This is an optimization exercise on Yosys and OpenROAD, whose aim is small area and a short achievable clock period, not a production implementation. The RTL was checked by simulation tests, not by an equivalence proof against the original design. Power is estimated from default activity; no workload was simulated.

==> flow/design.v <==
`default_nettype none
package sysPkg;
    localparam int DATA_W    = 8;
    localparam int ADDR_W    = 4;
    localparam int REG_DEPTH = 16;
    typedef logic [DATA_W-1:0]   dataT;
    typedef logic [ADDR_W-1:0]   addrT;
    typedef logic [2*DATA_W-1:0] resultT;
    localparam int BIT_CYCLES = 16;
    localparam int BIT_CNT_W  = $clog2(BIT_CYCLES);
    typedef logic [BIT_CNT_W-1:0] bitCntT;
    localparam bitCntT BIT_LAST  = bitCntT'(BIT_CYCLES - 1);
    localparam bitCntT HALF_LAST = bitCntT'(BIT_CYCLES / 2 - 1);
    typedef enum logic [7:0] {
        CMD_WR_REG  = 8'hAA,
        CMD_RD_REG  = 8'hBB,
        CMD_ALU_OPS = 8'hCC,
        CMD_ALU_FN  = 8'hDD
    } cmdT;
    typedef enum logic [2:0] {
        FN_ADD, FN_SUB, FN_MUL, FN_DIV, FN_AND, FN_OR, FN_XOR, FN_CMP
    } aluFunT;
    localparam addrT REG_OP_A  = 4'd0;
    localparam addrT REG_OP_B  = 4'd1;
    localparam addrT REG_CFG   = 4'd2;
    localparam dataT CFG_RESET = 8'h01;
endpackage
`default_nettype wire
`default_nettype none
`timescale 1ns/1ps
module sysTop (
    input  wire  REF_CLK,
    input  wire  rstN,
    input  wire  rxIn,
    output logic txOut,
    output logic parityError,
    output logic stopError
);
    logic       s0, s1;       
    logic [7:0] rc;           
    logic       par;          
    logic [7:0] S;            
    logic       pe, po;       
    wire [3:0] rm      = rc[7:4];
    wire       samp    = (rc[3:0] == 4'd9);
    wire       rxIdle  = (rc == 8'd0);
    wire       glitch  = samp & (rm == 4'd0) & s1;
    wire       stopNow = samp & (((rm == 4'd9) & ~pe) | (rm == 4'd10));
    wire       parBad  = pe & (par ^ po);
    wire       acc     = stopNow & s1 & ~parBad;
    wire       rxShift = samp & (rm != 4'd0) & (rm <= 4'd8);
    always_ff @(posedge REF_CLK or negedge rstN) begin
        if (!rstN) begin
            s0          <= 1'b1;
            s1          <= 1'b1;
            rc          <= 8'd0;
            parityError <= 1'b0;
            stopError   <= 1'b0;
        end else begin
            s0 <= rxIn;
            s1 <= s0;
            if (rxIdle | glitch | stopNow) begin
                rc <= {7'd0, s1 & ~s0};
            end else begin
                rc <= rc + 8'd1;
            end
            parityError <= stopNow & parBad;
            stopError   <= stopNow & ~s1;
        end
    end
    always_ff @(posedge REF_CLK) begin
        if (samp) begin
            par <= (par & (rm != 4'd0)) ^ s1;
        end
    end
    localparam logic [4:0] ST_CLR  = 5'd0;
    localparam logic [4:0] ST_P0   = 5'd1;
    localparam logic [4:0] ST_PWA  = 5'd2;
    localparam logic [4:0] ST_PWD  = 5'd3;
    localparam logic [4:0] ST_WR   = 5'd4;
    localparam logic [4:0] ST_PRA  = 5'd5;
    localparam logic [4:0] ST_RD   = 5'd6;
    localparam logic [4:0] ST_PX   = 5'd7;
    localparam logic [4:0] ST_WX   = 5'd8;
    localparam logic [4:0] ST_PY   = 5'd9;
    localparam logic [4:0] ST_WY   = 5'd10;
    localparam logic [4:0] ST_PF   = 5'd11;
    localparam logic [4:0] ST_TXA  = 5'd12;
    localparam logic [4:0] ST_TXB  = 5'd13;
    localparam logic [4:0] ST_DIVS = 5'd14;
    localparam logic [4:0] ST_AND  = 5'd20;
    logic [3:0]   ph;
    logic [4:0]   st;
    logic [3:0]   k;
    logic [3:0]   addr;
    logic [7:0]   H;
    logic         C;
    logic [127:0] ring;
    wire [7:0] T   = ring[7:0];
    wire [2:0] fn  = st[2:0];
    wire       hz  = (H == 8'd0);
    wire       ph15 = (ph == 4'd15);
    logic       hen, xen, inv, cin;
    wire  [7:0] Y = hen ? H : 8'd0;
    wire  [7:0] X = (xen ? T : 8'd0) ^ {8{inv}};
    wire  [8:0] sumc = {1'b0, Y} + {1'b0, X} + {8'd0, cin};
    wire  [7:0] sum = sumc[7:0];
    wire        co  = sumc[8];
    logic       lH;         
    logic       rot;        
    logic       sS;         
    logic       sin;        
    logic       wen;        
    logic [7:0] wdat;
    logic [2:0] cm;         
    logic       txLd;
    logic       txBit;
    logic [4:0] st_n;
    logic [3:0] k_n;
    logic [3:0] addr_n;
    localparam logic [2:0] CM_HOLD = 3'd0;
    localparam logic [2:0] CM_CO   = 3'd1;   
    localparam logic [2:0] CM_Q    = 3'd2;   
    localparam logic [2:0] CM_PO   = 3'd3;   
    localparam logic [2:0] CM_PX   = 3'd4;   
    wire divQ = C | co;
    always_comb begin
        hen    = 1'b0;
        xen    = 1'b0;
        inv    = 1'b0;
        cin    = 1'b0;
        lH     = 1'b0;
        rot    = 1'b0;
        sS     = 1'b0;
        sin    = H[0];
        wen    = 1'b0;
        wdat   = S;
        cm     = CM_HOLD;
        txLd   = 1'b0;
        txBit  = 1'b1;
        st_n   = st;
        k_n    = k;
        addr_n = addr;
        case (st)
            ST_CLR: begin
                wen  = 1'b1;
                wdat = {7'd0, ph == 4'd2};
                if (ph15) st_n = ST_P0;
            end
            ST_P0: begin
                if (acc) begin
                    case (S)
                        8'hAA:   st_n = ST_PWA;
                        8'hBB:   st_n = ST_PRA;
                        8'hCC:   st_n = ST_PX;
                        8'hDD:   st_n = ST_PF;
                        default: st_n = ST_P0;
                    endcase
                end
            end
            ST_PWA: begin
                if (acc) begin
                    addr_n = S[3:0];
                    st_n   = ST_PWD;
                end
            end
            ST_PWD: begin
                if (acc) st_n = ST_WR;
            end
            ST_WR: begin
                if (ph == addr) begin
                    wen  = 1'b1;
                    st_n = ST_P0;
                end
            end
            ST_PRA: begin
                if (acc) begin
                    addr_n = S[3:0];
                    st_n   = ST_RD;
                    k_n    = 4'd0;
                end
            end
            ST_RD: begin
                if (k == 4'd1 && ph == addr) begin
                    lH  = 1'b1;
                    xen = 1'b1;
                end
                if (k == 4'd2 && !ph[3]) rot = 1'b1;
                if (ph15) begin
                    k_n = k + 4'd1;
                    if (k == 4'd2) begin
                        st_n = ST_TXB;
                        k_n  = 4'd0;
                    end
                end
            end
            ST_PX: begin
                if (acc) st_n = ST_WX;
            end
            ST_WX: begin
                if (ph == 4'd0) begin
                    wen  = 1'b1;
                    st_n = ST_PY;
                end
            end
            ST_PY: begin
                if (acc) st_n = ST_WY;
            end
            ST_WY: begin
                if (ph == 4'd1) begin
                    wen  = 1'b1;
                    st_n = ST_PF;
                end
            end
            ST_PF: begin
                if (acc) begin
                    st_n = {2'b10, S[2:0]};
                    k_n  = 4'd0;
                end
            end
            ST_TXA, ST_TXB: begin
                if (ph15) begin
                    txLd = 1'b1;
                    k_n  = k + 4'd1;
                    if (k == 4'd0) begin
                        txBit = 1'b0;
                        cm    = CM_PO;
                    end else if (k <= 4'd8) begin
                        txBit = S[0];
                        sS    = 1'b1;
                        cm    = CM_PX;
                    end else if (k == 4'd9) begin
                        txBit = ~pe | C;
                    end
                    if (k == {3'b101, pe}) begin
                        st_n = (st == ST_TXA) ? ST_TXB : ST_P0;
                        k_n  = 4'd0;
                    end
                end
                if (st == ST_TXA && k == {3'b101, pe} && !ph[3]) rot = 1'b1;
            end
            ST_DIVS: begin
                if (!k[0] && ph == 4'd1) begin
                    hen = 1'b1;
                    xen = 1'b1;
                    inv = 1'b1;
                    cin = 1'b1;
                    lH  = divQ;
                    cm  = CM_Q;
                end
                if ((!k[0] && ph >= 4'd2) || (k[0] && (ph == 4'd0 || ph == 4'd2))) rot = 1'b1;
                if (k == 4'd15 && ph == 4'd3) lH = 1'b1;
                if (ph15) begin
                    k_n = k + 4'd1;
                    if (k == 4'd15) begin
                        st_n = ST_TXA;
                        k_n  = 4'd0;
                    end
                end
            end
            default: begin
                if (st[4]) begin
                    if (ph15) begin
                        k_n = k + 4'd1;
                        if ((fn[2] && fn != 3'd7 && k == 4'd2) ||
                            ((fn == 3'd0 || fn == 3'd1 || fn == 3'd7) && k == 4'd1) ||
                            (fn == 3'd2 && k == 4'd9)) begin
                            st_n = ST_TXA;
                            k_n  = 4'd0;
                        end
                        if (fn == 3'd3 && k == 4'd2) begin
                            st_n = ST_DIVS;
                            k_n  = 4'd0;
                        end
                    end
                    case (fn)
                        3'd0, 3'd1: begin
                            if (k == 4'd1) begin
                                if (ph == 4'd0) begin
                                    lH  = 1'b1;
                                    xen = 1'b1;
                                end
                                if (ph == 4'd1) begin
                                    lH  = 1'b1;
                                    hen = 1'b1;
                                    xen = 1'b1;
                                    inv = fn[0];
                                    cin = fn[0];
                                    cm  = CM_CO;
                                end
                                if (ph >= 4'd2 && ph <= 4'd9) rot = 1'b1;
                                if (ph == 4'd10) begin
                                    lH  = 1'b1;
                                    inv = fn[0] & H[0];
                                    cin = ~fn[0] & H[0];
                                end
                            end
                        end
                        3'd2: begin
                            if (k == 4'd1) begin
                                if (ph == 4'd1) begin
                                    lH  = 1'b1;
                                    xen = 1'b1;
                                end
                                if (ph >= 4'd2 && ph <= 4'd9) rot = 1'b1;
                                if (ph == 4'd10) begin
                                    lH = 1'b1;
                                    cm = CM_CO;
                                end
                            end else if (k != 4'd0) begin
                                if (ph == 4'd0) begin
                                    lH  = 1'b1;
                                    hen = 1'b1;
                                    xen = S[0];
                                    cm  = CM_CO;
                                end
                                if (ph == 4'd1) rot = 1'b1;
                            end
                        end
                        3'd3: begin
                            if (k == 4'd1) begin
                                if (ph == 4'd1) begin
                                    lH  = 1'b1;
                                    xen = 1'b1;
                                end
                                if (ph == 4'd2 && hz) begin
                                    st_n = ST_AND;
                                    rot  = 1'b1;
                                end
                            end
                            if (k == 4'd2) begin
                                if (ph == 4'd0) begin
                                    lH  = 1'b1;
                                    xen = 1'b1;
                                end
                                if (ph >= 4'd1 && ph <= 4'd7) rot = 1'b1;
                                if (ph == 4'd8) begin
                                    lH  = 1'b1;
                                    cin = H[0];
                                    cm  = CM_CO;
                                end
                            end
                        end
                        3'd7: begin
                            if (k == 4'd1) begin
                                if (ph == 4'd0) begin
                                    lH  = 1'b1;
                                    xen = 1'b1;
                                end
                                if (ph == 4'd1) begin
                                    lH  = 1'b1;
                                    hen = 1'b1;
                                    xen = 1'b1;
                                    inv = 1'b1;
                                    cin = 1'b1;
                                    cm  = CM_CO;
                                end
                                if (ph >= 4'd2 && ph <= 4'd9) begin
                                    sS  = 1'b1;
                                    sin = (ph == 4'd2) ? ~hz : ((ph == 4'd3) ? (C | hz) : 1'b0);
                                end
                                if (ph == 4'd10) lH = 1'b1;
                            end
                        end
                        default: begin
                            if (k == 4'd1) begin
                                if (ph == 4'd1) begin
                                    lH  = 1'b1;
                                    xen = 1'b1;
                                end
                                if (ph >= 4'd2 && ph <= 4'd9) rot = 1'b1;
                            end
                            if (k == 4'd2) begin
                                if (ph == 4'd0) begin
                                    lH  = 1'b1;
                                    xen = 1'b1;
                                end
                                if (ph >= 4'd1 && ph <= 4'd8) begin
                                    rot = 1'b1;
                                    sin = (fn[1:0] == 2'd0) ? (H[0] & S[0]) :
                                          (fn[1:0] == 2'd1) ? (H[0] | S[0]) : (H[0] ^ S[0]);
                                end
                                if (ph == 4'd9) lH = 1'b1;
                            end
                        end
                    endcase
                end else begin
                    st_n = ST_P0;
                end
            end
        endcase
    end
    always_ff @(posedge REF_CLK or negedge rstN) begin
        if (!rstN) begin
            ph    <= 4'd0;
            st    <= ST_CLR;
            txOut <= 1'b1;
        end else begin
            ph <= ph + 4'd1;
            st <= st_n;
            if (txLd) txOut <= txBit;
        end
    end
    always_ff @(posedge REF_CLK) begin
        k    <= k_n;
        addr <= addr_n;
        ring <= {wen ? wdat : ring[7:0], ring[127:8]};
        if (wen && ph == 4'd2) begin
            pe <= wdat[0];
            po <= wdat[1];
        end
        if (lH) begin
            H <= sum;
        end else if (rot) begin
            H <= {C, H[7:1]};
        end
        if (rxShift) begin
            S <= {s1, S[7:1]};
        end else if (rot || sS) begin
            S <= {sin, S[7:1]};
        end
        if (rot) begin
            C <= S[0];
        end else begin
            case (cm)
                CM_CO:   C <= co ^ inv;
                CM_Q:    C <= divQ;
                CM_PO:   C <= po;
                CM_PX:   C <= C ^ S[0];
                default: C <= C;
            endcase
        end
    end
endmodule
`default_nettype wire
==> flow/run.sh <==
#!/bin/bash
# synth_recipe.tcl (not shown) runs the flow's synth.tcl, then flattens the netlist and writes it again
# the make line also repeats each setting of config.mk as NAME=value (left out here)
make -C /OpenROAD-flow-scripts/flow DESIGN_CONFIG=/design/flow/config.mk WORK_HOME=/design/flow/orfs CLKGATE_MAP_FILE= SYNTH_SCRIPT=/design/flow/synth_recipe.tcl finish
==> flow/config.mk <==
export PLATFORM = sky130hd
export DESIGN_NAME = sysTop
export DESIGN_NICKNAME = sysTop
export VERILOG_FILES = /design/flow/design.v
export SDC_FILE = /design/flow/constraint.sdc
export NUM_CORES = 4
export LEC_CHECK = 0
export CAP_MARGIN = 20
export CORE_MARGIN = 2
export CORE_UTILIZATION = 40
export SLEW_MARGIN = 20
==> flow/constraint.sdc <==
create_clock -name core_clock -period 30.0 [get_ports {REF_CLK}]
set_input_delay 6.0000 -clock core_clock [delete_from_list [all_inputs] [get_ports {REF_CLK}]]
set_output_delay 6.0000 -clock core_clock [all_outputs]
set_load 0.01 [all_outputs]
==> results.toml <==
[run_status]
status = "timing/DRC/antenna clean"

[floorplanning]
die_y_um = 136
io_pins = 6
core_um2 = 17100
dieWidth_um = 136
dieArea_um2 = 18400
rows = 48
start_util_pct = 40.5

[run]
drv_cap = 0

[sta]
finalCritPeriodShare_pct = 24.9
final_max_slew_viol_count = 0
fin_worst_skew_ns = 0.0105
finalSetupTns_ns = 0
tightestPinTransition_ns = 0.912
slew-limit-headroom_pct = 38.7
period_minus_slack_ns = 7.47
fmax_mhz = 134
hold_viol_final = 0
setup_viol = 0
rsz0062_at_grt = "no"

[finish]
final_common_cell = "dfxtp_1"
final_cell_mix = "dfxtp_1 (128), nor2_1 (51), nand2_1 (42)"
nNetsFinal = 655
design_area_um2 = 7790
layout.cells.non_filler = 867
utilization_pct = 45.5
drive_above_1_share_pct = 10.7
diodes = 0
syn2layout_area_growth_pct = 12.2

[clock_tree]
cts_inserted_buffers = 17
post_cts_buffers = 0
clock-sinks = 178
clkSlewWorstSetupHoldPaths_ns = 0.07
clockBufferDepth = 2
clock-root-buffer = "clkbuf_16"
htree_num_levels = 4
cts_tree = "done"
clk_latency_ns = 0.43
cts_resized = 0
cts_hold_buf = 0

[setup_path]
cp.arrival_ns = 1.47
critPathTopFamily = "flip-flops"
rrSetupSlack_ns = 23.96
start_kind = "flip-flop"
cpPeakStageDelay_ns = 0.53
endpoint_kind = "output pin"
cp_num_buf_inv = 1
path_cells = "clkdlybuf4s50_1"
cp_slowest_cell = "dfstp_2"
worstSetupPathType = "reg -> out"
cp_max_fo = 2
required_ns = 24.00

[synth]
syn_nets = 654
synthArstFlopShare_pct = 12.4
netlist_instances = 628
synth_sequential_area_ratio_pct = 57.0
synth_edf_count = 28
yosys.area.top_type = "dfxtp_1"
synth.distinct_cells = 77
ys.flop_type = "dfxtp_1"
syn_area_um2 = 6940
synth.top_cell.area_share_pct = 36.9
ys_seq_elements = 178
synthTopCellsByArea = "dfxtp_1 (37%), edfxtp_1 (12%), dfrtp_1 (6.9%), ha_1 (3.8%), nor2_1 (2.8%)"
syn_avg_cell_area_um2 = 11.1
yosysWarnings = 1

[detailed_routing]
drt_iter0_drc = 436
post-route-drc-count = 0
dr_total_vias = 4662
antenna_left = 0
finalWirelength_mm = 15.4
dr.pass1.iters = 5
post_drt_wl_per_cell_um = 17.7
vias_per_cell = 5.38

[placed_design]
io_buffers = 5
placed_cell_area_um2 = 7160
hpwl_mm = 10.4
routabilityCongestion = 0.884
dp_cells = 835

[global_route]
globalRouteOverflowTotal = 0
grt_usage_pct = 18.0
grt_pass1_vias = 4553
grt_pass1_wl_mm = 25.0
grt_max_degree = 29
grt_antenna_before_repair = 0

[pwr]
ir_drop_uv = 53.0
p_leak_uw = 0.00302
powerDensity_nw_per_um2 = 63.1

[min_path]
worstHoldPathType = "reg -> reg"
-- logic make-up after synthesis --
family                     Yosys count  share of synthesized area [%]
AOI/OAI and AO/OA                  131                           12.9
xor gates and xnor gates            33                           4.16
adders and majority gates           23                           4.36
buffers and inverters               46                           3.14
DFF                                178                           57.0
muxes                               18                           3.21
and+or+nand+nor                    199                           15.2
-- metrics by stage --
stage               setup slack, ns  total power (uW)  hold slack (ns)
floorplan                     23.47               263            0.310
global placement              22.69               266            0.311
detailed placement            22.65               267            0.312
CTS                           22.49               499            0.326
global route                  22.45               511            0.335
finish                        22.53               492            0.327
-- registers in the layout, summed over array words and instances (netlist names) --
signal,cells
C,1
H,8
S,8
addr,4
k,4
par,1
parityError,1
pe,1
ph,4
po,1
rc,8
ring,128
s0,1
s1,1
st,5
stopError,1
txOut,1
-- where the power goes --
group | internal (uW) | switching [uW] | leakage, uW
Sequential | 245 | 3.84 | 0.00153
Clock | 123 | 108 | 0.000304
Combinational | 5.13 | 7.16 | 0.00119
-- routing by layer --
layer / vias up / GRT usage (%) / routed length (um)
met5: - / 0 / 0
met4: 0 / 7.75 / 420
met3: 31 / 4.56 / 778
met2: 127 / 27.1 / 6920
met1: 2280 / 24.5 / 7260
li1: 2224 / - / -
-- synthesized netlist by cell type, types with 5 or more instances --
library cell / n
mux2_4: 8
nand3_1: 15
a21oi_1: 35
nor4_1: 5
and3_1: 7
o21ai_0: 25
a211oi_1: 6
clkbuf_1: 12
o31ai_1: 5
nor2_1: 51
and2_1: 14
nor2b_1: 9
a31oi_1: 9
nand2b_1: 10
dfxtp_1: 128
buf_2: 9
inv_1: 16
dfrtp_1: 19
edfxtp_1: 28
nand2_1: 42
nor3_1: 13
a21o_1: 5
mux2i_1: 8
nor3b_1: 5
ha_1: 21
xor2_1: 17
xnor2_1: 16
a22o_1: 5
-- cell type report --
cell class	count	area, um^2
fill	1603	9330
multi-input combinational	404	2770
inverter	19	71.3
tap	225	282
timing repair buffer	9	75.1
clock buffer	17	425
sequential	178	3960
clock inverter	15	204
-- final timing paths --
kind / from / depth (start not counted) / end
hold reg to reg: ring[44] / 0 / ring[36]
max in group asynchronous: rstN / 1 / s1
hold / removal: ring[44] / 0 / ring[36]
setup / recovery: txOut / 1 / txOut
min in group asynchronous: rstN / 1 / ph[0]
setup reg to reg: st[3] / 16 / H[6]

==> what the ideal ports hide <==
In the flow no input, the clock included, has a driving cell. The finished layout below was timed again as built, in two steps. Step 1: set_driving_cell puts a clkbuf_16 on REF_CLK and a buf_2 on each other input, an assumption about the parent block. Step 2 adds t to the input delays and takes it off the output delays; t is the mean of the earliest and latest rising clock arrival at the registers after step 1. Input paths then give back, and output paths get back, about the clock's delay inside the block. Slacks: ideal / step 1 / step 2; pairs: ideal / step 1.
shift t [ns]: 0.465
setup WS [ns]: 22.527 / 22.485 / 22.950
worst hold slack (ns): 0.327 / 0.327 / 0.327
worst setup path at the end: register to output
worst register clock-pin slew, ns: 0.08 / 0.08
After both steps this run still meets setup and hold. For this run, drivers alone change the setup slack by -0.042 ns; drivers and shift together by +0.423 ns.
